This is an optimization exercise on Yosys and OpenROAD, whose aim is small area, not a production implementation. In this exercise RTL edits were held to simulation tests only and were not proved equivalent to the original. Power is estimated from default activity; no workload was simulated.

==> inputs of 10-23 <==
// map_loader
module map_loader #(
   parameter int LANES = 5,
   parameter int ROWS  = 100
) (
   input  logic        clk_i,
   input  logic        rst_n_i,
   input  logic        start_i,
   input  logic        in_valid_i,
   output logic        in_ready_o,
   input  logic [2:0]  in_cell_i,
   input  logic        in_last_i,
   output logic        busy_o,
   output logic        done_o,
   output logic        err_o,
   output logic        map_valid_o,
   output logic [10:0] len_o,
   input  logic [2:0]  rd_x_i,
   input  logic [6:0]  rd_y_i,
   output logic [2:0]  rd_state_o,
   output logic [11:0] rd_rgb_o
);
Settings: LEC_CHECK=0, CAP_MARGIN=10, CORE_MARGIN=2, CORE_UTILIZATION=78, GPL_TIMING_DRIVEN=0, SLEW_MARGIN=10; clock period 10.0 ns.
standard.sh (not shown) runs the stock make flow with config.mk's settings and CLKGATE_MAP_FILE= SYNTH_SCRIPT=/design/flow/synth_recipe.tcl, a recipe that flattens the netlist after the stock synthesis.
==> flow/flow/run.sh <==
#!/bin/bash
# Own layout flow: the standard ORFS flow, with three changes.
#  1. Synthesis is the standard flow's own script (synth_recipe.tcl) with its combinational mapping
#     changed (see synth_area.tcl): ABC maps for area, and adders are not pre-extracted.
#     Registers are mapped by dfflibmap before this, so they are the standard synthesis's.
#  2. Clock tree synthesis runs without dummy loads, with larger sink clusters (15 sinks,
#     60 um) driven by clkbuf_8 buffers.
#  3. Ports are buffered with buf_1 cells (every input and output still gets its buffer).
# Every tool's output goes to a log file in this work folder (and ORFS's own logs under orfs/).
set -euo pipefail
W=$(pwd)
export FLOW_SYNTH_TCL="$W/synth_recipe.tcl"
export FLOW_ABC_SCRIPT="$W/flow/area.abc"
export BUFFER_PORTS_ARGS="-buffer_cell sky130_fd_sc_hd__buf_1"
export CTS_ARGS="-sink_clustering_enable -repair_clock_nets -dont_use_dummy_load -buf_list sky130_fd_sc_hd__clkbuf_8 -sink_clustering_size 15 -sink_clustering_max_diameter 60"

make -C "$FLOW_HOME" DESIGN_CONFIG="$W/config.mk" WORK_HOME="$W/orfs" CLKGATE_MAP_FILE= \
   SYNTH_SCRIPT="$W/flow/synth_area.tcl" synth > "$W/synth_make.log" 2>&1
bash "$W/standard.sh" finish > "$W/standard_make.log" 2>&1
test -s "$W/out/final.def"
==> flow/flow/area.abc <==
strash; &get -n; &fraig -x; &put; scorr; dc2; strash; &get -n; &dch -f; &nf -R 1000; &put; strash; &get -n; &dch -f; &nf -R 1000; &put; strash; &get -n; &dch -f; &nf -R 1000; &put; strash; &get -n; &dch -f; &nf -R 1000; &put;
==> flow/flow/synth_area.tcl <==
# synth_recipe.tcl with two changes to the combinational mapping (registers are mapped by
# dfflibmap before either step, so they are exactly the standard synthesis's):
#  - ABC runs flow/area.abc (Yosys's default liberty script with four rounds of area-oriented
#    &dch/&nf mapping) in place of ORFS's script; ORFS's -D delay target and the -constr file
#    that makes ABC buffer and upsize are dropped.
#  - extract_fa is skipped, so adders are left to ABC as plain logic.
proc abc {args} {
   set keep {}
   for {set i 0} {$i < [llength $args]} {incr i} {
      set a [lindex $args $i]
      if {$a eq "-script" || $a eq "-D" || $a eq "-constr"} { incr i; continue }
      lappend keep $a
   }
   yosys abc -script $::env(FLOW_ABC_SCRIPT) {*}$keep
}
proc extract_fa {args} { puts "extract_fa skipped" }
source $::env(FLOW_SYNTH_TCL)
==> 12-13 (differences from 10-23) <==
--- a/flow/design.v
+++ b/flow/design.v
@@ -29,15 +29,14 @@
    logic [NR-1:0][7:0]    acc_q;
    logic [NR*RL-1:0][7:0] ring_q;        
    logic       illegal, final_cell;
    logic [1:0] cval;
    logic [7:0] acc_cur, acc_next;
-   logic [7:0] row;                
    assign illegal    = in_cell_i > 3'd2;
    assign cval       = illegal ? 2'd0 : in_cell_i[1:0];
    assign final_cell = in_last_i || (x_q == 3'd4 && j_q == 3'd4 && s_q == 5'd19);
-   assign acc_cur    = row;    
+   assign acc_cur    = acc_q[j_q];
    logic [4:0] badd;
    logic [3:0] a_hi;
    always_comb begin
       case ({x_q[1:0], cval})
          4'b00_01: badd = 5'd1;
@@ -119,10 +118,11 @@
    logic [5:0]  rd_d;
    logic [4:0]  rd_pos;
    logic        rd_ok, rd_byp;
    logic [RL-1:0] pos_oh;
    logic [NR-1:0][7:0] ring_row;
+   logic [7:0]  row;
    logic [1:0]  rd_q;
    logic [1:0]  trit;
    always_comb begin
       case (rd_y_i)
          7'd0: begin rs = 5'd0; rj = 3'd0; end
@@ -255,26 +255,22 @@
          7'd127: begin rs = 5'd25; rj = 3'd2; end
       endcase
    end
    assign rd_d   = 6'(ph_q) + 6'd19 - 6'(rs);
    assign rd_pos = (rd_d >= 6'd20) ? 5'(rd_d - 6'd20) : 5'(rd_d);
-   logic [7:0] rd_dist;
-   assign rd_dist = {1'b0, len_o[6:0]} - 8'd1 - {1'b0, rd_y_i};
-   assign rd_ok   = map_valid_o && rd_x_i < 3'd5 && !rd_dist[7];
-   assign rd_byp  = rd_dist[6:0] <= 7'd4;
-   logic [2:0] rd_j;
-   assign rd_j    = busy_q ? j_q : rj;
+   assign rd_ok  = map_valid_o && rd_x_i < 3'd5 && (rs < s_q || (rs == s_q && rj <= j_q));
+   assign rd_byp = rs == slot[rj];
    always_comb begin
       for (int k = 0; k < RL; k++) pos_oh[k] = rd_pos == 5'(k);
       for (int j = 0; j < NR; j++) begin
          ring_row[j] = '0;
          for (int k = 0; k < RL; k++)
             ring_row[j] = ring_row[j] | ({8{pos_oh[k]}} & ring_q[j*RL+k]);
       end
       row = '0;
       for (int j = 0; j < NR; j++)
-         if (rd_j == 3'(j)) row = (busy_q || rd_byp) ? acc_q[j] : ring_row[j];
+         if (rj == 3'(j)) row = rd_byp ? acc_q[j] : ring_row[j];
    end
    always_ff @(posedge clk_i) begin
       if (!rst_n_i || !rd_ok) rd_q <= 2'd0;
       else                    rd_q <= trit;
    end
==> flow/flow/run.sh (replaced) <==
#!/bin/bash
# Own layout flow: the standard ORFS flow, with three changes.
#  1. Synthesis is the standard flow's own script (synth_recipe.tcl) with its combinational mapping
#     changed (see synth_area.tcl): ABC maps for area, and adders are not pre-extracted.
#     Registers are mapped by dfflibmap before this, so they are the standard synthesis's.
#  2. Clock tree synthesis runs without dummy loads, with larger sink clusters (25 sinks,
#     80 um) driven by clkbuf_16 leaf buffers.
#  3. Ports are buffered with buf_1 cells (every input and output still gets its buffer).
# Every tool's output goes to a log file in this work folder (and ORFS's own logs under orfs/).
set -euo pipefail
W=$(pwd)
export FLOW_SYNTH_TCL="$W/synth_recipe.tcl"
export BUFFER_PORTS_ARGS="-buffer_cell sky130_fd_sc_hd__buf_1"
export CTS_ARGS="-sink_clustering_enable -repair_clock_nets -dont_use_dummy_load -buf_list sky130_fd_sc_hd__clkbuf_16 -sink_clustering_size 25 -sink_clustering_max_diameter 80"

make -C "$FLOW_HOME" DESIGN_CONFIG="$W/config.mk" WORK_HOME="$W/orfs" CLKGATE_MAP_FILE= \
   SYNTH_SCRIPT="$W/flow/synth_area.tcl" synth > "$W/synth_make.log" 2>&1
bash "$W/standard.sh" finish > "$W/standard_make.log" 2>&1
test -s "$W/out/final.def"
==> flow/flow/synth_area.tcl (replaced) <==
# synth_recipe.tcl with two changes to the combinational mapping (registers are mapped by
# dfflibmap before either step, so they are exactly the standard synthesis's):
#  - ABC runs Yosys's default liberty script (area-oriented &nf): drop ORFS's -script, its -D
#    delay target and the -constr file that makes ABC buffer and upsize.
#  - extract_fa is skipped, so adders are left to ABC as plain logic.
proc abc {args} {
   set keep {}
   for {set i 0} {$i < [llength $args]} {incr i} {
      set a [lindex $args $i]
      if {$a eq "-script" || $a eq "-D" || $a eq "-constr"} { incr i; continue }
      lappend keep $a
   }
   yosys abc {*}$keep
}
proc extract_fa {args} { puts "extract_fa skipped" }
source $::env(FLOW_SYNTH_TCL)
Settings changed: CORE_UTILIZATION 78 to 55.
removed: flow/flow/area.abc
==> 10-04 (differences from 10-23) <==
--- a/flow/design.v
+++ b/flow/design.v
@@ -29,15 +29,14 @@
    logic [NR-1:0][7:0]    acc_q;
    logic [NR*RL-1:0][7:0] ring_q;        
    logic       illegal, final_cell;
    logic [1:0] cval;
    logic [7:0] acc_cur, acc_next;
-   logic [7:0] row;                
    assign illegal    = in_cell_i > 3'd2;
    assign cval       = illegal ? 2'd0 : in_cell_i[1:0];
    assign final_cell = in_last_i || (x_q == 3'd4 && j_q == 3'd4 && s_q == 5'd19);
-   assign acc_cur    = row;    
+   assign acc_cur    = acc_q[j_q];
    logic [4:0] badd;
    logic [3:0] a_hi;
    always_comb begin
       case ({x_q[1:0], cval})
          4'b00_01: badd = 5'd1;
@@ -119,11 +118,12 @@
    logic [5:0]  rd_d;
    logic [4:0]  rd_pos;
    logic        rd_ok, rd_byp;
    logic [RL-1:0] pos_oh;
    logic [NR-1:0][7:0] ring_row;
-   logic [1:0]  rd_q;
+   logic [7:0]  row, row_q;
+   logic [2:0]  lane_q;
    logic [1:0]  trit;
    always_comb begin
       case (rd_y_i)
          7'd0: begin rs = 5'd0; rj = 3'd0; end
          7'd1: begin rs = 5'd0; rj = 3'd1; end
@@ -255,40 +255,41 @@
          7'd127: begin rs = 5'd25; rj = 3'd2; end
       endcase
    end
    assign rd_d   = 6'(ph_q) + 6'd19 - 6'(rs);
    assign rd_pos = (rd_d >= 6'd20) ? 5'(rd_d - 6'd20) : 5'(rd_d);
-   logic [7:0] rd_dist;
-   assign rd_dist = {1'b0, len_o[6:0]} - 8'd1 - {1'b0, rd_y_i};
-   assign rd_ok   = map_valid_o && rd_x_i < 3'd5 && !rd_dist[7];
-   assign rd_byp  = rd_dist[6:0] <= 7'd4;
-   logic [2:0] rd_j;
-   assign rd_j    = busy_q ? j_q : rj;
+   assign rd_ok  = map_valid_o && rd_x_i < 3'd5 && (rs < s_q || (rs == s_q && rj <= j_q));
+   assign rd_byp = rs == slot[rj];
    always_comb begin
       for (int k = 0; k < RL; k++) pos_oh[k] = rd_pos == 5'(k);
       for (int j = 0; j < NR; j++) begin
          ring_row[j] = '0;
          for (int k = 0; k < RL; k++)
             ring_row[j] = ring_row[j] | ({8{pos_oh[k]}} & ring_q[j*RL+k]);
       end
       row = '0;
       for (int j = 0; j < NR; j++)
-         if (rd_j == 3'(j)) row = (busy_q || rd_byp) ? acc_q[j] : ring_row[j];
+         if (rj == 3'(j)) row = rd_byp ? acc_q[j] : ring_row[j];
    end
    always_ff @(posedge clk_i) begin
-      if (!rst_n_i || !rd_ok) rd_q <= 2'd0;
-      else                    rd_q <= trit;
+      if (!rst_n_i || !rd_ok) begin
+         row_q  <= 8'd0;
+         lane_q <= 3'd0;
+      end else begin
+         row_q  <= row;
+         lane_q <= rd_x_i;
+      end
    end
    logic       esc;
    logic [4:0] dec_b;
    logic [2:0] dec_a;
    logic [1:0] dig_b, dig_a;
-   assign esc   = row[4:2] == 3'b111;
-   assign dec_b = esc ? {row[7:5], row[1:0]} : row[4:0];
-   assign dec_a = row[7:5];
+   assign esc   = row_q[4:2] == 3'b111;
+   assign dec_b = esc ? {row_q[7:5], row_q[1:0]} : row_q[4:0];
+   assign dec_a = row_q[7:5];
    always_comb begin
-      case ({rd_x_i[1:0], dec_b})
+      case ({lane_q[1:0], dec_b})
          7'd1: dig_b = 2'd1;
          7'd2: dig_b = 2'd2;
          7'd4: dig_b = 2'd1;
          7'd5: dig_b = 2'd2;
          7'd7: dig_b = 2'd1;
@@ -364,11 +365,11 @@
          7'd120: dig_b = 2'd2;
          7'd121: dig_b = 2'd2;
          7'd122: dig_b = 2'd2;
          default: dig_b = 2'd0;
       endcase
-      case ({rd_x_i[0], esc, dec_a})
+      case ({lane_q[0], esc, dec_a})
          5'd3: dig_a = 2'd1;
          5'd4: dig_a = 2'd1;
          5'd5: dig_a = 2'd1;
          5'd6: dig_a = 2'd2;
          5'd7: dig_a = 2'd2;
@@ -393,16 +394,16 @@
          5'd29: dig_a = 2'd2;
          5'd30: dig_a = 2'd2;
          5'd31: dig_a = 2'd2;
          default: dig_a = 2'd0;
       endcase
-      trit = rd_x_i[2] | (rd_x_i[1] & rd_x_i[0]) ? dig_a : dig_b;
+      trit = lane_q[2] | (lane_q[1] & lane_q[0]) ? dig_a : dig_b;
    end
    assign in_ready_o  = busy_q;
    assign busy_o      = busy_q;
    assign done_o      = done_q;
    assign err_o       = err_q;
    assign map_valid_o = !busy_q && !(s_q[4] && s_q[3]);
    assign len_o       = {4'd0, 7'({s_q, 2'b00} + 7'(s_q) + 7'(j_q) + 7'd1)};
-   assign rd_state_o  = {1'b0, rd_q};
-   assign rd_rgb_o    = {{4{|rd_q}}, {4{rd_q[1]}}, 4'h0};
+   assign rd_state_o  = {1'b0, trit};
+   assign rd_rgb_o    = {{4{|trit}}, {4{trit[1]}}, 4'h0};
 endmodule
==> flow/flow/run.sh (replaced) <==
#!/bin/bash
# Own layout flow: the standard ORFS flow, with two changes.
#  1. Synthesis is the standard flow's own script (synth_recipe.tcl) with its combinational mapping
#     changed (see synth_area.tcl): ABC maps for area, and adders are not pre-extracted.
#     Registers are mapped by dfflibmap before this, so they are the standard synthesis's.
#  2. Clock tree synthesis runs without dummy loads, with larger sink clusters (25 sinks,
#     80 um) driven by clkbuf_16 leaf buffers.
# Every tool's output goes to a log file in this work folder (and ORFS's own logs under orfs/).
set -euo pipefail
W=$(pwd)
export FLOW_SYNTH_TCL="$W/synth_recipe.tcl"
export CTS_ARGS="-sink_clustering_enable -repair_clock_nets -dont_use_dummy_load -buf_list sky130_fd_sc_hd__clkbuf_16 -sink_clustering_size 25 -sink_clustering_max_diameter 80"

make -C "$FLOW_HOME" DESIGN_CONFIG="$W/config.mk" WORK_HOME="$W/orfs" CLKGATE_MAP_FILE= \
   SYNTH_SCRIPT="$W/flow/synth_area.tcl" synth > "$W/synth_make.log" 2>&1
bash "$W/standard.sh" finish > "$W/standard_make.log" 2>&1
test -s "$W/out/final.def"
==> flow/flow/synth_area.tcl (replaced) <==
# synth_recipe.tcl with two changes to the combinational mapping (registers are mapped by
# dfflibmap before either step, so they are exactly the standard synthesis's):
#  - ABC runs Yosys's default liberty script (area-oriented &nf): drop ORFS's -script, its -D
#    delay target and the -constr file that makes ABC buffer and upsize.
#  - extract_fa is skipped, so adders are left to ABC as plain logic.
proc abc {args} {
   set keep {}
   for {set i 0} {$i < [llength $args]} {incr i} {
      set a [lindex $args $i]
      if {$a eq "-script" || $a eq "-D" || $a eq "-constr"} { incr i; continue }
      lappend keep $a
   }
   yosys abc {*}$keep
}
proc extract_fa {args} { puts "extract_fa skipped" }
source $::env(FLOW_SYNTH_TCL)
Settings changed: CORE_UTILIZATION 78 to 50.
removed: flow/flow/area.abc
==> qor summary <==
Outcome: 10-04 no timing/DRC/antenna violations; 10-23 no timing/DRC/antenna violations; 12-13 no timing/DRC/antenna violations
Worst-case hold path end point: 10-04 ring_q[799]$_DFF_P_; 10-23 ring_q[626]$_DFF_P_; 12-13 ring_q[568]$_DFF_P_
Multiplexer area fraction after synthesis: 10-04 1.80%; 10-23 1.88%; 12-13 2.07%
Worst setup margin: 10-04 0.936 ns; 10-23 0.231 ns; 12-13 0.214 ns
Area of the placeable core: 10-04 51500 sq um; 10-23 31600 sq um; 12-13 46600 sq um
Largest fanout on the critical path: 10-04 39; 10-23 21; 12-13 25
Detailed-routing wirelength on met1: 10-04 34800 um; 10-23 26700 um; 12-13 33600 um
Row count: 10-04 83; 10-23 65; 12-13 79
Synthesized-area fraction occupied by ao, oa, aoi and oai cells: 10-04 18.1%; 10-23 16.0%; 12-13 18.1%
Post-synthesis sequential area ratio: 10-04 68.4%; 10-23 70.5%; 12-13 68.1%
Critical path startpoint: 10-04 rd_y_i[3]; 10-23 rd_y_i[1]; 12-13 rd_y_i[3]
Hold Path Origin: 10-04 ring_q[791]$_DFF_P_; 10-23 ring_q[618]$_DFF_P_; 12-13 ring_q[560]$_DFF_P_
Clock Skews: 10-04 0.0756 ns; 10-23 0.0755 ns; 12-13 0.0916 ns
Clock buffers created by TritonCTS: 10-04 41; 10-23 67; 12-13 42
Total cell area at the placement stage: 10-04 28700 sq um; 10-23 26700 sq um; 12-13 27900 sq um
Sequential power: 10-04 3700 uW; 10-23 3690 uW; 12-13 3660 uW
CP max stage delay: 10-04 1.26 ns; 10-23 0.89 ns; 12-13 0.51 ns
Parity-gate share of the synthesized area counting xor and xnor cells: 10-04 2.08%; 10-23 1.75%; 12-13 2.29%
Routed wire length: 10-04 79100 um; 10-23 77700 um; 12-13 80100 um
Tapcell count: 10-04 680; 10-23 402; 12-13 607
Die width: 10-04 232 um; 10-23 183 um; 12-13 221 um

port drivers added, routing unchanged:
In the flow no input, the clock included, has a driving cell. The finished layouts below were timed again as built, in two steps.
Step 1 (the two cells are an assumption about what drives the block):
set clk [get_ports {clk_i}]
set_driving_cell -lib_cell sky130_fd_sc_hd__clkbuf_16 $clk
set_driving_cell -lib_cell sky130_fd_sc_hd__buf_2 [delete_from_list [all_inputs] $clk]
Step 2 also shifts input and output timing later by t, the mid clock arrival at the registers, as if the neighbouring blocks saw the same clock.
Three values: ideal, step 1, step 2; two values: the first two.
run | t, ns | setup WS [ns] | clock arrival spread, ns
10-23 | 0.660 | 0.231 / 0.260 / -0.401 | 0.075 / 0.075
12-13 | 0.614 | 0.214 / 0.246 / -0.368 | 0.091 / 0.092
10-04 | 0.618 | 0.936 / 0.967 / 0.349 | 0.076 / 0.076
Met with ideal ports but missed after step 2: setup timing in 10-23 and 12-13. For 10-23, which loses most, drivers alone change the setup slack by +0.029 ns; drivers and shift together by -0.632 ns.
